Context: an optimization exercise on an open-source flow, tuned for a short achievable clock period and few clock cycles. The choices shown serve that exercise and are no tape-out recipe. Only simulation tests tie the RTL to the original design; equivalence was not proved. Power and IR drop assume default switching activity.

[design/flow/design.v]
	typedef struct packed {
		logic [6:0] funct7;
		logic [4:0] rs2;
		logic [4:0] rs1;
		logic [2:0] funct3;
		logic [4:0] rd;
		logic [6:0] opcode;
	} r_fmt_t;
	typedef struct packed {
		logic [11:0] imm;
		logic [4:0]  rs1;
		logic [2:0]  funct3;
		logic [4:0]  rd;
		logic [6:0]  opcode;
	} i_fmt_t;
	typedef struct packed {
		logic [6:0] imm_hi;
		logic [4:0] rs2;
		logic [4:0] rs1;
		logic [2:0] funct3;
		logic [4:0] imm_lo;
		logic [6:0] opcode;
	} s_fmt_t;
	typedef struct packed {
		logic       imm_12;
		logic [5:0] imm_10_5;
		logic [4:0] rs2;
		logic [4:0] rs1;
		logic [2:0] funct3;
		logic [3:0] imm_4_1;
		logic       imm_11;
		logic [6:0] opcode;
	} b_fmt_t;
	typedef struct packed {
		logic [19:0] imm;
		logic [4:0]  rd;
		logic [6:0]  opcode;
	} u_fmt_t;
	typedef struct packed {
		logic       imm_20;
		logic [9:0] imm_10_1;
		logic       imm_11;
		logic [7:0] imm_19_12;
		logic [4:0] rd;
		logic [6:0] opcode;
	} j_fmt_t;
	typedef union packed {
		r_fmt_t r;
		i_fmt_t i;
		s_fmt_t s;
		b_fmt_t b;
		u_fmt_t u;
		j_fmt_t j;
	} instr_u;
	typedef enum logic [3:0] {
		cls_lui, cls_auipc, cls_jal, cls_jalr, cls_branch,
		cls_load, cls_store, cls_op_imm, cls_op_reg, cls_illegal
	} op_class_e;
	typedef enum logic [3:0] {
		alu_add, alu_sub, alu_sll, alu_srl, alu_sra,
		alu_and, alu_or, alu_xor, alu_slt, alu_sltu
	} alu_op_e;
	typedef enum logic [1:0] {
		mem_byte, mem_half, mem_word
	} mem_size_e;
	typedef struct packed {
		op_class_e        op_class;
		logic [4:0]       rd;
		logic [4:0]       rs1;
		logic [4:0]       rs2;
		logic [2:0]       funct3;
		logic [32-1:0] imm;
		alu_op_e          alu_op;
	} dec_t;
	typedef struct packed {
		logic               write;
		mem_size_e          size;
		logic [18-1:0] addr;
		logic [32-1:0]   wdata;
	} mem_req_t;
module alu (
	input  logic [32-1:0] a,
	input  logic [32-1:0] b,
	input  alu_op_e          op,
	input  logic [2:0]       funct3,
	output logic [32-1:0] result,
	output logic             branch_taken
);
	logic [4:0] shamt;
	logic       eq;
	logic       lt;
	logic       ltu;
	assign shamt = b[4:0];
	assign eq = (a == b);
	assign lt = ($signed(a) < $signed(b));
	assign ltu = (a < b);
	always_comb begin
		case (op)
			alu_add:  result = a + b;
			alu_sub:  result = a - b;
			alu_sll:  result = a << shamt;
			alu_srl:  result = a >> shamt;
			alu_sra:  result = $unsigned($signed(a) >>> shamt);
			alu_and:  result = a & b;
			alu_or:   result = a | b;
			alu_xor:  result = a ^ b;
			alu_slt:  result = 32'(lt);
			alu_sltu: result = 32'(ltu);
			default:  result = a + b;
		endcase
	end
	always_comb begin
		case (funct3)
			3'b000:  branch_taken = eq;
			3'b001:  branch_taken = !eq;
			3'b100:  branch_taken = lt;
			3'b101:  branch_taken = !lt;
			3'b110:  branch_taken = ltu;
			3'b111:  branch_taken = !ltu;
			default: branch_taken = 1'b0;
		endcase
	end
endmodule
module reg_file (
	input  logic             clk_in,
	input  logic             rdy_in,
	input  logic [4:0]       rs1_addr,
	input  logic [4:0]       rs2_addr,
	input  logic             we,
	input  logic [4:0]       wr_addr,
	input  logic [32-1:0] wr_data,
	output logic [32-1:0] rs1_data,
	output logic [32-1:0] rs2_data
);
	logic [32-1:0] regs [32];
	always_ff @(posedge clk_in) begin
		if (rdy_in && we && (wr_addr != 5'd0))
			regs[wr_addr] <= wr_data;
	end
	assign rs1_data = (rs1_addr == 5'd0) ? '0 : regs[rs1_addr];
	assign rs2_data = (rs2_addr == 5'd0) ? '0 : regs[rs2_addr];
endmodule
module instr_decode (
	input  instr_u instr,
	output dec_t   dec
);
	logic [32-1:0] imm_i;
	function automatic logic [3:0] map_alu(input logic [2:0] f3, input logic alt);
		case (f3)
			3'b000:  map_alu = alt ? alu_sub : alu_add;
			3'b001:  map_alu = alu_sll;
			3'b010:  map_alu = alu_slt;
			3'b011:  map_alu = alu_sltu;
			3'b100:  map_alu = alu_xor;
			3'b101:  map_alu = alt ? alu_sra : alu_srl;
			3'b110:  map_alu = alu_or;
			default: map_alu = alu_and;
		endcase
	endfunction
	assign imm_i = {{(32-12){instr.i.imm[11]}}, instr.i.imm};
	always_comb begin
		dec.op_class = cls_illegal;
		dec.rd = instr.r.rd;
		dec.rs1 = instr.r.rs1;
		dec.rs2 = instr.r.rs2;
		dec.funct3 = instr.r.funct3;
		dec.imm = '0;
		dec.alu_op = alu_add;
		case (instr.r.opcode)
			7'b0110111: begin
				dec.op_class = cls_lui;
				dec.imm = {instr.u.imm, 12'b0};
			end
			7'b0010111: begin
				dec.op_class = cls_auipc;
				dec.imm = {instr.u.imm, 12'b0};
			end
			7'b1101111: begin
				dec.op_class = cls_jal;
				dec.imm = {{(32-20){instr.j.imm_20}}, instr.j.imm_19_12,
					instr.j.imm_11, instr.j.imm_10_1, 1'b0};
			end
			7'b1100111: begin
				dec.op_class = cls_jalr;
				dec.imm = imm_i;
			end
			7'b1100011: begin
				dec.op_class = cls_branch;
				dec.imm = {{(32-12){instr.b.imm_12}}, instr.b.imm_11,
					instr.b.imm_10_5, instr.b.imm_4_1, 1'b0};
				dec.alu_op = instr.b.funct3[1] ? alu_sltu : alu_slt;
			end
			7'b0000011: begin
				dec.op_class = cls_load;
				dec.imm = imm_i;
			end
			7'b0100011: begin
				dec.op_class = cls_store;
				dec.imm = {{(32-12){instr.s.imm_hi[6]}}, instr.s.imm_hi, instr.s.imm_lo};
			end
			7'b0010011: begin
				dec.op_class = cls_op_imm;
				dec.imm = imm_i;
				dec.alu_op = alu_op_e'(map_alu(instr.i.funct3,
					(instr.i.funct3 == 3'b101) && instr.r.funct7[5]));
			end
			7'b0110011: begin
				dec.op_class = cls_op_reg;
				dec.alu_op = alu_op_e'(map_alu(instr.r.funct3, instr.r.funct7[5]));
			end
			default: dec.op_class = cls_illegal;
		endcase
	end
endmodule
module mem_port (
	input  logic               clk_in,
	input  logic               rst_in,
	input  logic               rdy_in,
	input  mem_req_t           req,
	input  logic               req_valid,
	input  logic [7:0]         mem_din,
	output logic [7:0]         mem_dout,
	output logic [18-1:0] mem_a,
	output logic               mem_wr,
	output logic [32-1:0]   rdata,
	output logic               done
);
	logic                     busy;
	logic                     is_write;
	logic [2:0]               nbytes;
	logic [2:0]               issued;
	logic [2:0]               sampled;
	logic [18-1:0]       base;
	logic [32-1:0]         wdata;
	logic [2-1:0] in_flight;
	logic [2:0]               req_bytes;
	logic                     issue_more;
	logic                     issue_rd;
	logic                     sample_now;
	always_comb begin
		case (req.size)
			mem_byte: req_bytes = 3'd1;
			mem_half: req_bytes = 3'd2;
			default:  req_bytes = 3'd4;
		endcase
	end
	assign issue_more = busy && (issued != nbytes);
	assign issue_rd = (req_valid && !req.write) || (issue_more && !is_write);
	assign sample_now = in_flight[2-1];
	always_ff @(posedge clk_in) begin
		if (rst_in) begin
			busy <= 1'b0;
			done <= 1'b0;
			mem_wr <= 1'b0;
			mem_a <= '0;
			in_flight <= '0;
		end else if (rdy_in) begin
			done <= 1'b0;
			in_flight <= {in_flight[2-2:0], issue_rd};
			if (req_valid) begin
				busy <= 1'b1;
				is_write <= req.write;
				nbytes <= req_bytes;
				base <= req.addr;
				wdata <= req.wdata;
				issued <= 3'd1;
				sampled <= 3'd0;
				rdata <= '0;
				mem_a <= req.addr;
				mem_wr <= req.write;
				mem_dout <= req.wdata[7:0];
			end else if (issue_more) begin
				issued <= issued + 3'd1;
				mem_a <= base + 18'(issued);
				mem_wr <= is_write;
				mem_dout <= wdata[8*issued[1:0] +: 8];
			end else if (busy && is_write) begin
				mem_wr <= 1'b0;
				busy <= 1'b0;
				done <= 1'b1;
			end
			if (sample_now) begin
				rdata[8*sampled[1:0] +: 8] <= mem_din;
				sampled <= sampled + 3'd1;
				if (sampled == nbytes - 3'd1) begin
					busy <= 1'b0;
					done <= 1'b1;
				end
			end
		end
	end
endmodule
module core_control (
	input  logic             clk_in,
	input  logic             rst_in,
	input  logic             rdy_in,
	input  dec_t             dec,
	input  logic [32-1:0] rs1_data,
	input  logic [32-1:0] rs2_data,
	input  logic [32-1:0] alu_result,
	input  logic             branch_taken,
	input  logic [32-1:0] rdata,
	input  logic             done,
	output instr_u           instr,
	output logic             rd_we,
	output logic [4:0]       rd_addr,
	output logic [32-1:0] rd_data,
	output logic [32-1:0] alu_a,
	output logic [32-1:0] alu_b,
	output alu_op_e          alu_op,
	output mem_req_t         req,
	output logic             req_valid
);
	typedef enum logic [2:0] {
		st_fetch, st_decode, st_execute, st_memory, st_writeback
	} state_e;
	state_e           state;
	logic             booted;
	logic [32-1:0] pc;
	logic [32-1:0] npc;
	logic [32-1:0] rs1_q;
	logic [32-1:0] rs2_q;
	logic [32-1:0] pc_plus4;
	logic [32-1:0] target;
	logic [32-1:0] load_val;
	assign pc_plus4 = pc + 32'(4);
	assign alu_a = (dec.op_class == cls_lui) ? '0 :
		(dec.op_class == cls_auipc) ? pc : rs1_q;
	assign alu_b = (dec.op_class == cls_op_reg || dec.op_class == cls_branch) ? rs2_q : dec.imm;
	assign alu_op = dec.alu_op;
	always_comb begin
		case (dec.op_class)
			cls_jal:    target = pc + dec.imm;
			cls_jalr:   target = {alu_result[32-1:1], 1'b0};
			cls_branch: target = branch_taken ? pc + dec.imm : pc_plus4;
			default:    target = pc_plus4;
		endcase
	end
	always_comb begin
		case (dec.funct3)
			3'b000:  load_val = {{(32-8){rdata[7]}}, rdata[7:0]};
			3'b001:  load_val = {{(32-16){rdata[15]}}, rdata[15:0]};
			default: load_val = rdata;
		endcase
	end
	assign rd_we = (state == st_writeback);
	assign rd_addr = dec.rd;
	task automatic start_fetch(input logic [32-1:0] addr);
		pc <= addr;
		req.write <= 1'b0;
		req.size <= mem_word;
		req.addr <= addr[18-1:0];
		req_valid <= 1'b1;
		state <= st_fetch;
	endtask
	always_ff @(posedge clk_in) begin
		if (rst_in) begin
			state <= st_fetch;
			booted <= 1'b0;
			pc <= 32'h0000_0000;
			req_valid <= 1'b0;
		end else if (rdy_in) begin
			req_valid <= 1'b0;
			case (state)
				st_fetch: begin
					if (!booted) begin
						booted <= 1'b1;
						start_fetch(pc);
					end else if (done) begin
						instr <= rdata;
						state <= st_decode;
					end
				end
				st_decode: begin
					rs1_q <= rs1_data;
					rs2_q <= rs2_data;
					state <= st_execute;
				end
				st_execute: begin
					npc <= target;
					rd_data <= (dec.op_class == cls_jal || dec.op_class == cls_jalr) ? pc_plus4 : alu_result;
					case (dec.op_class)
						cls_load, cls_store: begin
							req.write <= (dec.op_class == cls_store);
							req.size <= (dec.funct3[1:0] == 2'b00) ? mem_byte :
								(dec.funct3[1:0] == 2'b01) ? mem_half : mem_word;
							req.addr <= alu_result[18-1:0];
							req.wdata <= rs2_q;
							req_valid <= 1'b1;
							state <= st_memory;
						end
						cls_branch, cls_illegal: start_fetch(target);
						default: state <= st_writeback;
					endcase
				end
				st_memory: begin
					if (done) begin
						rd_data <= load_val;
						if (dec.op_class == cls_store)
							start_fetch(npc);
						else
							state <= st_writeback;
					end
				end
				st_writeback: start_fetch(npc);
			endcase
		end
	end
endmodule
module cpu_top (
	input  logic               clk_in,
	input  logic               rst_in,
	input  logic               rdy_in,
	input  logic [7:0]         mem_din,
	output logic [7:0]         mem_dout,
	output logic [18-1:0] mem_a,
	output logic               mem_wr
);
	instr_u           instr;
	dec_t             dec;
	logic [32-1:0] rs1_data;
	logic [32-1:0] rs2_data;
	logic             rd_we;
	logic [4:0]       rd_addr;
	logic [32-1:0] rd_data;
	logic [32-1:0] alu_a;
	logic [32-1:0] alu_b;
	alu_op_e          alu_op;
	logic [32-1:0] alu_result;
	logic             branch_taken;
	mem_req_t         req;
	logic             req_valid;
	logic [32-1:0] rdata;
	logic             done;
	core_control core_control_i (.*);
	instr_decode instr_decode_i (
		.instr (instr),
		.dec   (dec)
	);
	reg_file reg_file_i (
		.clk_in   (clk_in),
		.rdy_in   (rdy_in),
		.rs1_addr (dec.rs1),
		.rs2_addr (dec.rs2),
		.we       (rd_we),
		.wr_addr  (rd_addr),
		.wr_data  (rd_data),
		.rs1_data (rs1_data),
		.rs2_data (rs2_data)
	);
	alu alu_i (
		.a            (alu_a),
		.b            (alu_b),
		.op           (alu_op),
		.funct3       (dec.funct3),
		.result       (alu_result),
		.branch_taken (branch_taken)
	);
	mem_port mem_port_i (.*);
endmodule
[design/flow/run.sh]
#!/bin/bash
# synth_recipe.tcl (not shown) runs the flow's synth.tcl, then flattens the netlist and writes it again
# the make line also repeats each setting of config.mk as NAME=value (left out here)
make -C /OpenROAD-flow-scripts/flow DESIGN_CONFIG=/design/flow/config.mk WORK_HOME=/design/flow/orfs CLKGATE_MAP_FILE= SYNTH_SCRIPT=/design/flow/synth_recipe.tcl finish
[design/flow/config.mk]
export PLATFORM = sky130hd
export DESIGN_NAME = cpu_top
export DESIGN_NICKNAME = cpu_top
export VERILOG_FILES = /design/flow/design.v
export SDC_FILE = /design/flow/constraint.sdc
export NUM_CORES = 4
export LEC_CHECK = 0
export CAP_MARGIN = 20
export CORE_MARGIN = 2
export CORE_UTILIZATION = 40
export SLEW_MARGIN = 20
[design/flow/constraint.sdc]
create_clock -name core_clock -period 8.5 [get_ports {clk_in}]
set_input_delay 1.7000 -clock core_clock [delete_from_list [all_inputs] [get_ports {clk_in}]]
set_output_delay 1.7000 -clock core_clock [all_outputs]
set_load 0.01 [all_outputs]
==> impl_metrics.py <==
metrics = {
    "run_status": {
        "status": "complete, no violations",
    },
    "synthesis": {
        "synth-seq-cells": 1397,
        "synth_area_um2": 75100,
        "synth_top_area_frac": 0.535,
        "synthFlopType": "edfxtp_1",
        "synthCells": 5187,
        "synth_seq_area_share": 0.551,
        "netlist-cell-type-count": 107,
        "async_flop_share": 0,
        "yosys.cell_count.top_type": "edfxtp_1",
        "ys_warn_count": 5,
        "synth_top_area_cell": "edfxtp_1",
        "synth_area_per_cell_um2": 14.5,
        "synthTopCellsByArea": "edfxtp_1, mux4_2, ha_1",
        "synth-edff-count": 1337,
        "yosys-top-cells-count": "edfxtp_1, mux4_2, nor2_1",
    },
    "power": {
        "p_clk_frac": 0.450,
        "switching_share": 0.215,
        "leakage_nw": 27.7,
        "p_int_mw": 11.2,
        "finalPower_mw": 14.2,
        "vdd_drop_max_uv": 174,
        "p_per_area_nw_per_um2": 170,
        "combinationalPowerShare": 0.019,
        "power_frac_seq": 0.530,
        "switchingPower_mw": 3.05,
    },
    "timing": {
        "rsz0062_at_grt": "no",
        "setup_viol": 0,
        "skew_ns": 0.0668,
        "hold_viol": 0,
        "tns_ns": 0,
        "fin_crit_sh": 0.844,
        "period_needed_ns": 7.18,
        "slew_headroom": 0.180,
        "maxSlewViolCount": 0,
        "clock.fmax_ghz": 0.139,
        "worst_pin_slew_ns": 1.23,
    },
    "floorplanning": {
        "initial_core_util": 0.401,
        "fp.dieH_um": 437,
        "dieArea_um2": 191000,
        "num_rows": 159,
        "core-area_um2": 187000,
        "io_pins": 38,
        "fp.dieW_um": 437,
    },
    "cts": {
        "clkTransAtPathRegs_ns": 0.06,
        "cts_resized": 0,
        "tritoncts": "built",
        "worstSkewPairLatency_ns": 0.84,
        "clock-sinks": 1397,
        "cts_hold_buffers": 0,
        "cts_root_buf": "clkbuf_16",
        "ctsHtreeMaxLevel": 4,
        "cts_setup_buffers": 0,
        "cts_buffers": 153,
        "clock_path_buffers": 3,
    },
    "route": {
        "drc": 0,
        "ant_nets": 0,
        "routed_wl_mm": 273,
        "drt-initial-drc-count": 7691,
        "routedWlPerCell_um": 34.9,
        "num_vias": 51500,
        "dr.pass1.iters": 8,
        "vias_per_cell": 6.59,
    },
    "global_route": {
        "antenna_found_initial": 28,
        "grt_pass1_vias": 49700,
        "grt_usage": 0.281,
        "grt_max_degree": 111,
        "grt_pass1_wl_mm": 383,
        "overflow": 0,
    },
    "setup_path": {
        "cp-end-kind": "flip-flop",
        "start_kind": "flip-flop",
        "crit_required_ns": 9.03,
        "arrival_ns": 7.71,
        "worstPathMaxFanout": 21,
        "crit_type": "flip-flop to flip-flop",
    },
    "placement": {
        "dp_hpwl_mm": 177,
        "placement.io_buffers": 37,
        "routabilityCongestion": 1.01,
    },
    "final_layout": {
        "ff_latch_area_um2": 41400,
        "fin_nets": 5342,
        "final.fill_count": 16400,
        "drive_gt1_frac": 0.218,
        "multi_input_area_um2": 32100,
        "area_growth_pct": 11.4,
    },
    "run": {
        "max_cap_violations": 0,
    },
    "hold_path": {
        "hold_path.class": "flip-flop to flip-flop",
    },
}
-- kinds of logic (layout without fill, tap and decap cells) --
logic type                 Yosys count  after routing  share of synthesized area
xor gates and xnor gates           112            112                     0.0131
DFF                               1397           1397                      0.551
buffers and inverters              534            626                     0.0286
AOI/OAI and AO/OA                 1054           1054                     0.0945
and+or+nand+nor                   1113           1113                     0.0681
other                                1             40                  0.0000499
muxes                              834            834                      0.221
adders and majority gates          142            142                     0.0241
-- critical path, stage by stage (launching register included) --
cell and delay [ns]:
edfxtp_1 0.62, nand2b_1 0.66, nor2_4 0.31, mux2i_1 0.70, inv_1 0.16, ha_1 0.29, fa_1 0.46, nor2b_1 0.16
o21ai_0 0.24, a21boi_0 0.23, o31ai_1 0.42, nand3_1 0.28, a311oi_1 0.96, nor2_1 0.16, a2111oi_2 0.34, o221ai_1 0.31
and2_1 0.27, a211oi_2 0.26, inv_1 0.07
-- routing by layer --
| layer | vias up | track usage | wire, µm | part of all wire |
|---|---|---|---|---|
| li1 | 20900 | - | - | - |
| met1 | 26900 | 0.385 | 107000 | 0.39 |
| met2 | 3020 | 0.435 | 126000 | 0.46 |
| met3 | 557 | 0.0531 | 25300 | 0.093 |
| met4 | 8 | 0.128 | 14100 | 0.052 |
| met5 | - | 0 | 60 | 0.00022 |
-- registers in the layout (all words and copies together), names as in the netlist, 8 cells and up --
register                cells
reg_file_i.regs          1024
mem_port_i.rdata           32
mem_port_i.base            18
mem_port_i.wdata           32
core_control_i.rs1_q       32
core_control_i.rd_data     32
mem_port_i.mem_a           18
core_control_i.instr       32
mem_port_i.mem_dout         8
core_control_i.npc         32
core_control_i.pc          32
core_control_i.req         53
core_control_i.rs2_q       32
-- worst paths after layout --
path	startpoint	endpoint	slack [ns]	depth (start not counted)
setup / recovery	core_control_i.instr[4]	core_control_i.npc[24]	1.32	18
hold / removal	core_control_i.req[8]	mem_port_i.wdata[8]	0.40	0
setup reg to reg	core_control_i.instr[4]	core_control_i.npc[24]	1.32	18
hold reg to reg	core_control_i.req[8]	mem_port_i.wdata[8]	0.40	0
-- cells in the final DEF (no fill, tap or decap), types with 23 or more instances in the layout --
| cell | synthesis | layout |
|---|---|---|
| a221oi_1 | 24 | 24 |
| edfxtp_1 | 1337 | 1337 |
| a22oi_1 | 29 | 29 |
| o21a_1 | 43 | 43 |
| nand2_1 | 346 | 346 |
| nand4_1 | 36 | 36 |
| nor2_1 | 376 | 335 |
| a31oi_1 | 35 | 35 |
| a22o_1 | 40 | 40 |
| inv_1 | 141 | 140 |
| buf_4 | 6 | 146 |
| o21ai_0 | 203 | 202 |
| a211oi_1 | 50 | 50 |
| nand3_1 | 88 | 88 |
| nor2_4 | 1 | 36 |
| ha_1 | 138 | 138 |
| xnor2_1 | 75 | 75 |
| dfxtp_1 | 60 | 59 |
| a21oi_1 | 261 | 261 |
| o211ai_1 | 51 | 51 |
| mux2_2 | 29 | 29 |
| conb_1 | 1 | 32 |
| xor2_1 | 37 | 37 |
| nor2b_1 | 34 | 34 |
| o221ai_1 | 43 | 43 |
| clkbuf_16 | 0 | 156 |
| clkinv_2 | 0 | 23 |
| clkbuf_1 | 254 | 37 |
| mux2i_1 | 149 | 149 |
| clkdlybuf4s50_1 | 0 | 36 |
| o22ai_1 | 42 | 42 |
| and3_1 | 28 | 28 |
| and2_1 | 24 | 24 |
| nor3_1 | 59 | 57 |
| mux4_2 | 655 | 655 |
| a21o_1 | 25 | 25 |
| clkinv_1 | 0 | 37 |
-- power groups by stage --
stage	clock (mW)	sequential [mW]	combinational, mW
finish	6.40	7.54	0.276
global route	6.76	7.54	0.294
CTS	6.49	7.54	0.269
detailed placement	0	7.68	0.268
global placement	0	7.68	0.265
floorplan	0	7.66	0.154
-- through the flow --
| stage | setup slack [ns] | std cells | util | hold WS (ns) | cell area (µm²) |
|---|---|---|---|---|---|
| floorplan | 2.18 | 5218 | - | 0.400 | 75200 |
| global placement | 0.799 | 7512 | 0.420 | 0.401 | 78600 |
| detailed placement | 1.52 | 7520 | 0.421 | 0.405 | 78700 |
| CTS | 1.48 | 7796 | 0.446 | 0.400 | 83500 |
| global route | 1.01 | 7806 | 0.447 | 0.404 | 83600 |
| finish | 1.32 | 7813 | 0.447 | 0.400 | 83700 |
-- area by class of cell --
cell class / instances / area share
sequential: 1397 / 0.494
timing repair buffer: 204 / 0.0212
clock buffer: 193 / 0.0483
multi-input combinational: 3287 / 0.383
tap: 2495 / 0.0373
inverter: 146 / 0.00661
antenna: 8 / 0.000239
clock inverter: 83 / 0.00884
Testbench counts, summed over its fixed seeds: cycles 313,116.

==> afterwards: timing with drivers on the ports <==
How much do the figures lean on ideal ports? The routed layout below was timed once more, with nothing changed but the port constraints. Step 1 assumes that a clkbuf_16 drives the clock port and a buf_2 every other input. Step 2 also shifts input and output timing later by t, the mid clock arrival at the registers, as if the neighbouring blocks saw the same clock. Slacks: ideal ports / drivers / drivers and shift; pairs: ideal ports / drivers.
shift t [ns]: 0.889
setup WS [ns]: 1.323 / 1.323 / 1.323
latest minus earliest clock arrival (ns): 0.067 / 0.067
pins driven straight from the clock port: 1
After both steps this run still meets setup and hold. The setup slack of this run moves by 0.000 ns with the drivers and by 0.000 ns with both steps.
